What follows belongs to an exercise in optimizing a design on an open flow for small area, a short achievable clock period and few clock cycles; a production flow would make more cautious choices. Where RTL was checked, it was by simulation tests only, not by an equivalence proof against the original. Power and IR drop assume default switching activity.

Setup of trial 3:
==> flow/design.v <==
`timescale 1ns/1ps
module cpuCore (
  input  logic        CLK,
  input  logic        RST,
  input  logic        en,
  input  logic        start,
  output logic [7:0]  instAddr,
  input  logic [15:0] inst,
  output logic [7:0]  dataAddr,
  output logic        dataWe,
  output logic [15:0] dataOut,
  input  logic [15:0] dataIn,
  output logic        running
);
  localparam logic [4:0] OP_HALT = 5'b00001, OP_LOAD = 5'b00010, OP_STORE = 5'b00011,
    OP_ADD = 5'b10000, OP_ADDI = 5'b10001, OP_SUB = 5'b10011, OP_SUBI = 5'b10100,
    OP_INC = 5'b10110, OP_LDIL = 5'b10111, OP_LDIH = 5'b11000, OP_XOR = 5'b11001,
    OP_AND = 5'b11010, OP_OR = 5'b11011;
  logic        runQ, haltedQ, resumed;
  logic [7:0]  pc;
  logic [15:0] regs [8];
  logic [7:0]  valid;   
  logic [15:0] opA, opB;
  logic [2:0]  eDest;
  logic [3:0]  eOff;
  logic        eWrites, eHalt, eStore, eInvB, eCin, eSra;
  logic        eSelSum, eSelLog, eSelShl, eSelShr, eSelLoad;
  logic [3:0]  eTt, fTt;
  logic [15:0] logicOut;
  logic [15:0] sum, shIn, shl, shr, res;
  logic [4:0]  fOp;
  logic [7:0]  fImm;
  logic [15:0] rA, rB, vA, nB, immValA, immValB;
  logic [7:0]  eWriting, usable, matchA, matchB;
  logic        fwdA, fwdB, immA, immB, bUsesD, fWrites;
  assign instAddr = pc;
  assign fOp  = inst[15:11];
  assign fImm = inst[7:0];
  assign bUsesD = (fOp == OP_STORE) || (fOp == OP_ADDI) || (fOp == OP_SUBI);
  assign immA   = (fOp == OP_ADDI) || (fOp == OP_SUBI);
  assign immValA = (fOp == OP_SUBI) ? {8'hFF, ~fImm} : {8'h00, fImm};
  always_comb begin
    case (fOp)
      OP_LDIL: begin immB = 1'b1; immValB = {8'h00, fImm}; end
      OP_LDIH: begin immB = 1'b1; immValB = {fImm, 8'h00}; end
      OP_INC:  begin immB = 1'b1; immValB = 16'd1; end
      default: begin immB = 1'b0; immValB = 16'd0; end
    endcase
  end
  always_comb begin
    for (int i = 0; i < 8; i++) begin
      eWriting[i] = runQ && eWrites && eDest == 3'(i);
      usable[i]   = valid[i] && !eWriting[i];
      matchA[i]   = inst[6:4] == 3'(i);
      matchB[i]   = bUsesD ? inst[10:8] == 3'(i) : inst[2:0] == 3'(i);
    end
  end
  assign fwdA = |(matchA & eWriting) && !immA;
  assign fwdB = |(matchB & eWriting) && !immB;
  always_comb begin
    rA = '0;
    rB = '0;
    for (int i = 0; i < 8; i++) begin
      rA = rA | ({16{matchA[i] && usable[i] && !immA}} & regs[i]);
      rB = rB | ({16{matchB[i] && usable[i] && !immB}} & regs[i]);
    end
  end
  assign vA = rA | ({16{immA}} & immValA) | ({16{fwdA}} & res);
  assign nB = rB | immValB | ({16{fwdB}} & res);
  always_comb begin
    case (fOp)
      OP_XOR:  fTt = 4'b0110;
      OP_AND:  fTt = 4'b1000;
      OP_OR:   fTt = 4'b1110;
      default: fTt = 4'b1010;
    endcase
  end
  assign fWrites = (fOp == OP_LOAD) || (fOp[4] && fOp != 5'b10010 && fOp != 5'b10101);
  always_ff @(posedge CLK) begin
    opA      <= vA;
    opB      <= nB;
    eDest    <= inst[10:8];
    eOff     <= inst[3:0];
    eWrites  <= fWrites;
    eHalt    <= (fOp == OP_HALT);
    eStore   <= (fOp == OP_STORE);
    eInvB    <= (fOp == OP_SUB);
    eCin     <= (fOp == OP_SUB) || (fOp == OP_SUBI);
    eSra     <= fOp[0] && fOp[4:1] == 4'b1111;
    eSelSum  <= (fOp == OP_ADD) || (fOp == OP_ADDI) || (fOp == OP_SUB) ||
                (fOp == OP_SUBI) || (fOp == OP_INC);
    eSelLog  <= (fOp == OP_XOR) || (fOp == OP_AND) || (fOp == OP_OR) ||
                (fOp == OP_LDIL) || (fOp == OP_LDIH);
    eTt      <= fTt;
    eSelShl  <= (fOp[4:1] == 4'b1110);
    eSelShr  <= (fOp[4:1] == 4'b1111);
    eSelLoad <= (fOp == OP_LOAD);
  end
  assign sum = opA + (opB ^ {16{eInvB}}) + {15'd0, eCin};
  always_comb begin
    for (int i = 0; i < 16; i++) begin
      shIn[i] = eSelShl ? opA[15-i] : opA[i];
    end
    shr = 16'($signed({eSra & opA[15], shIn}) >>> opB[3:0]);
    for (int i = 0; i < 16; i++) begin
      shl[i] = shr[15-i];
    end
  end
  always_comb begin
    for (int i = 0; i < 16; i++) begin
      logicOut[i] = eTt[{opA[i], opB[i]}];
    end
  end
  assign res = ({16{eSelSum}}  & sum) |
               ({16{eSelLog}}  & logicOut) |
               ({16{eSelShl}}  & shl) |
               ({16{eSelShr}}  & shr) |
               ({16{eSelLoad}} & dataIn);
  always_ff @(posedge CLK) begin
    if (runQ && eWrites) begin
      regs[eDest] <= res;
    end
  end
  always_ff @(posedge CLK or posedge RST) begin
    if (RST) begin
      valid <= '0;
    end else if (runQ && eWrites) begin
      valid[eDest] <= 1'b1;
    end
  end
  assign dataAddr = opA[7:0] + {4'h0, eOff};
  assign dataOut  = opB;
  assign dataWe   = runQ && eStore;
  assign running = runQ && !(eHalt && !resumed);
  always_ff @(posedge CLK or posedge RST) begin
    if (RST) begin
      runQ    <= 1'b0;
      haltedQ <= 1'b0;
      resumed <= 1'b0;
      pc      <= '0;
    end else begin
      resumed <= 1'b0;
      if (runQ) begin
        if (eHalt) begin
          runQ    <= 1'b0;
          haltedQ <= 1'b1;
        end else if (!en) begin
          runQ <= 1'b0;   
        end else begin
          pc <= pc + 8'd1;
        end
      end else if (en && start && !haltedQ) begin
        runQ    <= 1'b1;
        resumed <= 1'b1;
        pc      <= pc + 8'd1;
      end
    end
  end
endmodule
==> flow/config.mk <==
export PLATFORM = sky130hd
export DESIGN_NAME = cpuCore
export DESIGN_NICKNAME = cpuCore
export VERILOG_FILES = /design/flow/design.v
export SDC_FILE = /design/flow/constraint.sdc
export NUM_CORES = 4
export LEC_CHECK = 0
export CAP_MARGIN = 20
export CORE_AREA = 5.06 5.44 215.41 214.88
export CTS_BUF_LIST = sky130_fd_sc_hd__clkbuf_8 sky130_fd_sc_hd__clkbuf_16
export DIE_AREA = 0 0 220.41 220.32
export SETUP_SLACK_MARGIN = 2.0
export SLEW_MARGIN = 20
export TNS_END_PERCENT = 20
==> flow/constraint.sdc <==
create_clock -name core_clock -period 5.0 [get_ports {CLK}]
set_input_delay 1.0000 -clock core_clock [delete_from_list [all_inputs] [get_ports {CLK}]]
set_output_delay 1.0000 -clock core_clock [all_outputs]
set_load 0.01 [all_outputs]
standard.sh (not shown) runs the stock make flow with config.mk's settings and CLKGATE_MAP_FILE= SYNTH_SCRIPT=/design/flow/synth_recipe.tcl, a recipe that flattens the netlist after the stock synthesis.
==> flow/flow/run.sh <==
#!/bin/bash
# Standard layout, with the port buffers made of sky130_fd_sc_hd__buf_1
# instead of the delay buffer buffer_ports picks by default.
set -euo pipefail
export BUFFER_PORTS_ARGS="-buffer_cell sky130_fd_sc_hd__buf_1"
bash standard.sh > standard.log 2>&1
Trial 3 has completed all stages; timing, DRC and antenna checks passed.
Testbench counts of trial 3, summed over its fixed seeds: cycles 9,192.
The following lists how build 30 was set up differently from trial 3:
diff --git a/flow/design.v b/flow/design.v
--- a/flow/design.v
+++ b/flow/design.v
@@ -22,12 +22,11 @@
   logic [7:0]  valid;   
   logic [15:0] opA, opB;
   logic [2:0]  eDest;
   logic [3:0]  eOff;
   logic        eWrites, eHalt, eStore, eInvB, eCin, eSra;
-  logic        eSelSum, eSelLog, eSelShl, eSelShr, eSelLoad;
-  logic [3:0]  eTt, fTt;
+  logic        eSelSum, eLogDiff, eLogBoth, eSelShl, eSelShr, eSelLoad;
   logic [15:0] logicOut;
   logic [15:0] sum, shIn, shl, shr, res;
   logic [4:0]  fOp;
   logic [7:0]  fImm;
   logic [15:0] rA, rB, vA, nB, immValA, immValB;
@@ -35,12 +34,18 @@
   logic        fwdA, fwdB, immA, immB, bUsesD, fWrites;
   assign instAddr = pc;
   assign fOp  = inst[15:11];
   assign fImm = inst[7:0];
   assign bUsesD = (fOp == OP_STORE) || (fOp == OP_ADDI) || (fOp == OP_SUBI);
-  assign immA   = (fOp == OP_ADDI) || (fOp == OP_SUBI);
-  assign immValA = (fOp == OP_SUBI) ? {8'hFF, ~fImm} : {8'h00, fImm};
+  assign immA   = (fOp == OP_ADDI) || (fOp == OP_SUBI) || (fOp == OP_LDIL) || (fOp == OP_LDIH);
+  always_comb begin
+    case (fOp)
+      OP_ADDI: immValA = {8'h00, fImm};
+      OP_SUBI: immValA = {8'hFF, ~fImm};
+      default: immValA = 16'h0000;
+    endcase
+  end
   always_comb begin
     case (fOp)
       OP_LDIL: begin immB = 1'b1; immValB = {8'h00, fImm}; end
       OP_LDIH: begin immB = 1'b1; immValB = {fImm, 8'h00}; end
       OP_INC:  begin immB = 1'b1; immValB = 16'd1; end
@@ -65,18 +70,10 @@
       rB = rB | ({16{matchB[i] && usable[i] && !immB}} & regs[i]);
     end
   end
   assign vA = rA | ({16{immA}} & immValA) | ({16{fwdA}} & res);
   assign nB = rB | immValB | ({16{fwdB}} & res);
-  always_comb begin
-    case (fOp)
-      OP_XOR:  fTt = 4'b0110;
-      OP_AND:  fTt = 4'b1000;
-      OP_OR:   fTt = 4'b1110;
-      default: fTt = 4'b1010;
-    endcase
-  end
   assign fWrites = (fOp == OP_LOAD) || (fOp[4] && fOp != 5'b10010 && fOp != 5'b10101);
   always_ff @(posedge CLK) begin
     opA      <= vA;
     opB      <= nB;
     eDest    <= inst[10:8];
@@ -86,14 +83,13 @@
     eStore   <= (fOp == OP_STORE);
     eInvB    <= (fOp == OP_SUB);
     eCin     <= (fOp == OP_SUB) || (fOp == OP_SUBI);
     eSra     <= fOp[0] && fOp[4:1] == 4'b1111;
     eSelSum  <= (fOp == OP_ADD) || (fOp == OP_ADDI) || (fOp == OP_SUB) ||
-                (fOp == OP_SUBI) || (fOp == OP_INC);
-    eSelLog  <= (fOp == OP_XOR) || (fOp == OP_AND) || (fOp == OP_OR) ||
-                (fOp == OP_LDIL) || (fOp == OP_LDIH);
-    eTt      <= fTt;
+                (fOp == OP_SUBI) || (fOp == OP_INC) || (fOp == OP_LDIL) || (fOp == OP_LDIH);
+    eLogDiff <= (fOp == OP_XOR) || (fOp == OP_OR);
+    eLogBoth <= (fOp == OP_AND) || (fOp == OP_OR);
     eSelShl  <= (fOp[4:1] == 4'b1110);
     eSelShr  <= (fOp[4:1] == 4'b1111);
     eSelLoad <= (fOp == OP_LOAD);
   end
   assign sum = opA + (opB ^ {16{eInvB}}) + {15'd0, eCin};
@@ -104,17 +100,13 @@
     shr = 16'($signed({eSra & opA[15], shIn}) >>> opB[3:0]);
     for (int i = 0; i < 16; i++) begin
       shl[i] = shr[15-i];
     end
   end
-  always_comb begin
-    for (int i = 0; i < 16; i++) begin
-      logicOut[i] = eTt[{opA[i], opB[i]}];
-    end
-  end
+  assign logicOut = ((opA ^ opB) & {16{eLogDiff}}) | ((opA & opB) & {16{eLogBoth}});
   assign res = ({16{eSelSum}}  & sum) |
-               ({16{eSelLog}}  & logicOut) |
+               logicOut |
                ({16{eSelShl}}  & shl) |
                ({16{eSelShr}}  & shr) |
                ({16{eSelLoad}} & dataIn);
   always_ff @(posedge CLK) begin
     if (runQ && eWrites) begin
Findings:
Changes observed in build 30 relative to trial 3: worst clock skew about even, instance area after placement fell by about 1.1%.
Compared with trial 3, build 30 shows a higher largest net degree at the start of global routing.
From trial 3 to build 30 the numbers moved as follows: share of the clock period used by the worst path after layout moved up, total power neither gained nor lost much.
Number of cells traversed by the worst register-to-register path for build 30: 4 up relative to trial 3
Of build 30 and trial 3, trial 3 shows the lower fill cell total of the finished layout, with build 30 above it.
Synthesis left build 30 with fewer flip-flops than trial 3.
In the reports for build 30 and trial 3, the larger cell area belongs to trial 3.
Of the two values seen for end of the critical path, opB[10] was produced by build 30 and dataAddr[6] by trial 3.
Compared with trial 3, the router placed fewer vias in build 30.
Against trial 3 as the reference, build 30 delivers a lower clock buffer instance count of the final layout.
On build 30: post-cts resize count is 12 higher than what trial 3 gave.
Comparing the two runs side by side, build 30 comes out behind trial 3 on final setup slack of the worst path.
For build 30, only the layout was checked, not whether the RTL still works.

========
== v6 ==
RTL: the design.v shown in full above, as it stands there.
clock: 5.0 ns
lec_check: 0
cap_margin: 20
core_area: 5.06 5.44 215.41 214.88
die_area: 0 0 220.41 220.32
setup_slack_margin: 2.0
slew_margin: 20
tns_end_percent: 5
run.sh (not shown) runs the stock make flow with config.mk's settings and CLKGATE_MAP_FILE= SYNTH_SCRIPT=/design/flow/synth_recipe.tcl, a recipe that flattens the netlist after the stock synthesis.
Stock flow here: none of the scripts above is used.
Testbench counts of v6, summed over its fixed seeds: cycles 9,192.
> inputs changed (v6 -> v7)
-- flow/design.v --
<<< v6, line 24
  logic [2:0]  eDest;
  logic [3:0]  eOff;
  logic        eWrites, eHalt, eStore, eInvB, eCin, eSra;
  logic        eSelSum, eSelLog, eSelShl, eSelShr, eSelLoad;
  logic [3:0]  eTt, fTt;
>>> v7, line 24
  logic [2:0]  eDest;
  logic [3:0]  eOff;
  logic        eWrites, eHalt, eStore, eSub, eSra;
  logic        eSelSum, eSelLog, eSelShl, eSelShr, eSelLoad;
  logic [3:0]  eTt, fTt;
<<< v6, line 30
  logic [15:0] sum, shIn, shl, shr, res;
  logic [4:0]  fOp;
  logic [7:0]  fImm;
  logic [15:0] rA, rB, vA, nB, immValA, immValB;
  logic [7:0]  eWriting, usable, matchA, matchB;
  logic        fwdA, fwdB, immA, immB, bUsesD, fWrites;
  assign instAddr = pc;
  assign fOp  = inst[15:11];
  assign fImm = inst[7:0];
  assign bUsesD = (fOp == OP_STORE) || (fOp == OP_ADDI) || (fOp == OP_SUBI);
  assign immA   = (fOp == OP_ADDI) || (fOp == OP_SUBI);
  assign immValA = (fOp == OP_SUBI) ? {8'hFF, ~fImm} : {8'h00, fImm};
  always_comb begin
    case (fOp)
      OP_LDIL: begin immB = 1'b1; immValB = {8'h00, fImm}; end
      OP_LDIH: begin immB = 1'b1; immValB = {fImm, 8'h00}; end
      OP_INC:  begin immB = 1'b1; immValB = 16'd1; end
      default: begin immB = 1'b0; immValB = 16'd0; end
    endcase
  end
  always_comb begin
    for (int i = 0; i < 8; i++) begin
      eWriting[i] = runQ && eWrites && eDest == 3'(i);
      usable[i]   = valid[i] && !eWriting[i];
      matchA[i]   = inst[6:4] == 3'(i);
      matchB[i]   = bUsesD ? inst[10:8] == 3'(i) : inst[2:0] == 3'(i);
    end
  end
  assign fwdA = |(matchA & eWriting) && !immA;
  assign fwdB = |(matchB & eWriting) && !immB;
  always_comb begin
    rA = '0;
    rB = '0;
    for (int i = 0; i < 8; i++) begin
      rA = rA | ({16{matchA[i] && usable[i] && !immA}} & regs[i]);
      rB = rB | ({16{matchB[i] && usable[i] && !immB}} & regs[i]);
    end
  end
  assign vA = rA | ({16{immA}} & immValA) | ({16{fwdA}} & res);
  assign nB = rB | immValB | ({16{fwdB}} & res);
  always_comb begin
    case (fOp)
>>> v7, line 30
  logic [15:0] sum, shIn, shl, shr, res;
  logic [4:0]  fOp;
  logic [2:0]  raA, raB;
  logic [7:0]  fImm;
  logic [15:0] rA, rB, vA, nB, immVal;
  logic        fwdOn, fwdA, fwdB, immB, fWrites;
  assign instAddr = pc;
  assign fOp  = inst[15:11];
  assign fImm = inst[7:0];
  assign raA  = (fOp == OP_ADDI || fOp == OP_SUBI) ? inst[10:8] : inst[6:4];
  assign raB  = (fOp == OP_STORE) ? inst[10:8] : inst[2:0];
  assign fwdOn = runQ && eWrites;
  assign fwdA  = fwdOn && eDest == raA;
  assign fwdB  = fwdOn && eDest == raB && !immB;
  always_comb begin
    case (fOp)
      OP_ADDI, OP_SUBI, OP_LDIL: begin immB = 1'b1; immVal = {8'h00, fImm}; end
      OP_LDIH:                   begin immB = 1'b1; immVal = {fImm, 8'h00}; end
      OP_INC:                    begin immB = 1'b1; immVal = 16'd1; end
      default:                   begin immB = 1'b0; immVal = 16'd0; end
    endcase
  end
  always_comb begin
    rA = '0;
    rB = '0;
    for (int i = 0; i < 8; i++) begin
      rA = rA | ({16{valid[i] && raA == 3'(i) && !fwdA}} & regs[i]);
      rB = rB | ({16{valid[i] && raB == 3'(i) && !fwdB && !immB}} & regs[i]);
    end
  end
  assign vA = rA | ({16{fwdA}} & res);
  assign nB = rB | immVal | ({16{fwdB}} & res);
  always_comb begin
    case (fOp)
<<< v6, line 85
    eHalt    <= (fOp == OP_HALT);
    eStore   <= (fOp == OP_STORE);
    eInvB    <= (fOp == OP_SUB);
    eCin     <= (fOp == OP_SUB) || (fOp == OP_SUBI);
    eSra     <= fOp[0] && fOp[4:1] == 4'b1111;
    eSelSum  <= (fOp == OP_ADD) || (fOp == OP_ADDI) || (fOp == OP_SUB) ||
>>> v7, line 77
    eHalt    <= (fOp == OP_HALT);
    eStore   <= (fOp == OP_STORE);
    eSub     <= (fOp == OP_SUB) || (fOp == OP_SUBI);
    eSra     <= fOp[0] && fOp[4:1] == 4'b1111;
    eSelSum  <= (fOp == OP_ADD) || (fOp == OP_ADDI) || (fOp == OP_SUB) ||
<<< v6, line 97
    eSelLoad <= (fOp == OP_LOAD);
  end
  assign sum = opA + (opB ^ {16{eInvB}}) + {15'd0, eCin};
  always_comb begin
    for (int i = 0; i < 16; i++) begin
>>> v7, line 88
    eSelLoad <= (fOp == OP_LOAD);
  end
  assign sum = opA + (opB ^ {16{eSub}}) + {15'd0, eSub};
  always_comb begin
    for (int i = 0; i < 16; i++) begin
Results
Across both runs, sequential cell count was lower for v7 than for v6. Changes observed in v7 relative to v6: total global routing track utilization rose by 1.2 points, maximum vdd drop lost 0.032 mV, first-pass detailed-route iteration total shows a reduction of 1, number of gates on the worst path with buffers counted about even, met1 track demand over resource in global routing moved up. Summary: with v6 as the reference, cell area in v7 moved up by a few percent. [diff] total length of routed wires, v7 relative to v6: regression. Compared with v6, in v7 utilization increased 1.6 points; global-route track usage on met2 climbed 2.3 points. As of v7, number of multi-input logic gates had risen by a little under 10% compared to v6.
The RTL of v7 was laid out without a check of its function.

## port drivers added, routing unchanged
No port has a modelled driver above. Below, the same layouts with a new extraction and two added sets of constraints. Step 1, drivers: a clkbuf_16 drives CLK and a buf_2 each remaining input, both assumed. Step 2 also shifts input and output timing later by t, the mid clock arrival at the registers, as if the neighbouring blocks saw the same clock. Three values: ideal, step 1, step 2; two values: the first two.
| run | t, ns | slack for setup (ns) | worst setup path after step 2 | cell pins on the clock port's net |
|---|---|---|---|---|
| trial 3 | 0.482 | 1.932 / 1.886 / 1.537 | input to register | 1 |
| build 30 | 0.484 | 1.832 / 1.832 / 1.457 | input to register | 1 |
| v6 | 0.479 | 1.795 / 1.770 / 1.364 | input to register | 1 |
| v7 | 0.486 | 1.730 / 1.730 / 1.381 | input to register | 1 |
After both steps every run listed still meets setup and hold. The setup slack of v6, which loses most, moves by -0.025 ns with the drivers and by -0.431 ns with both steps.
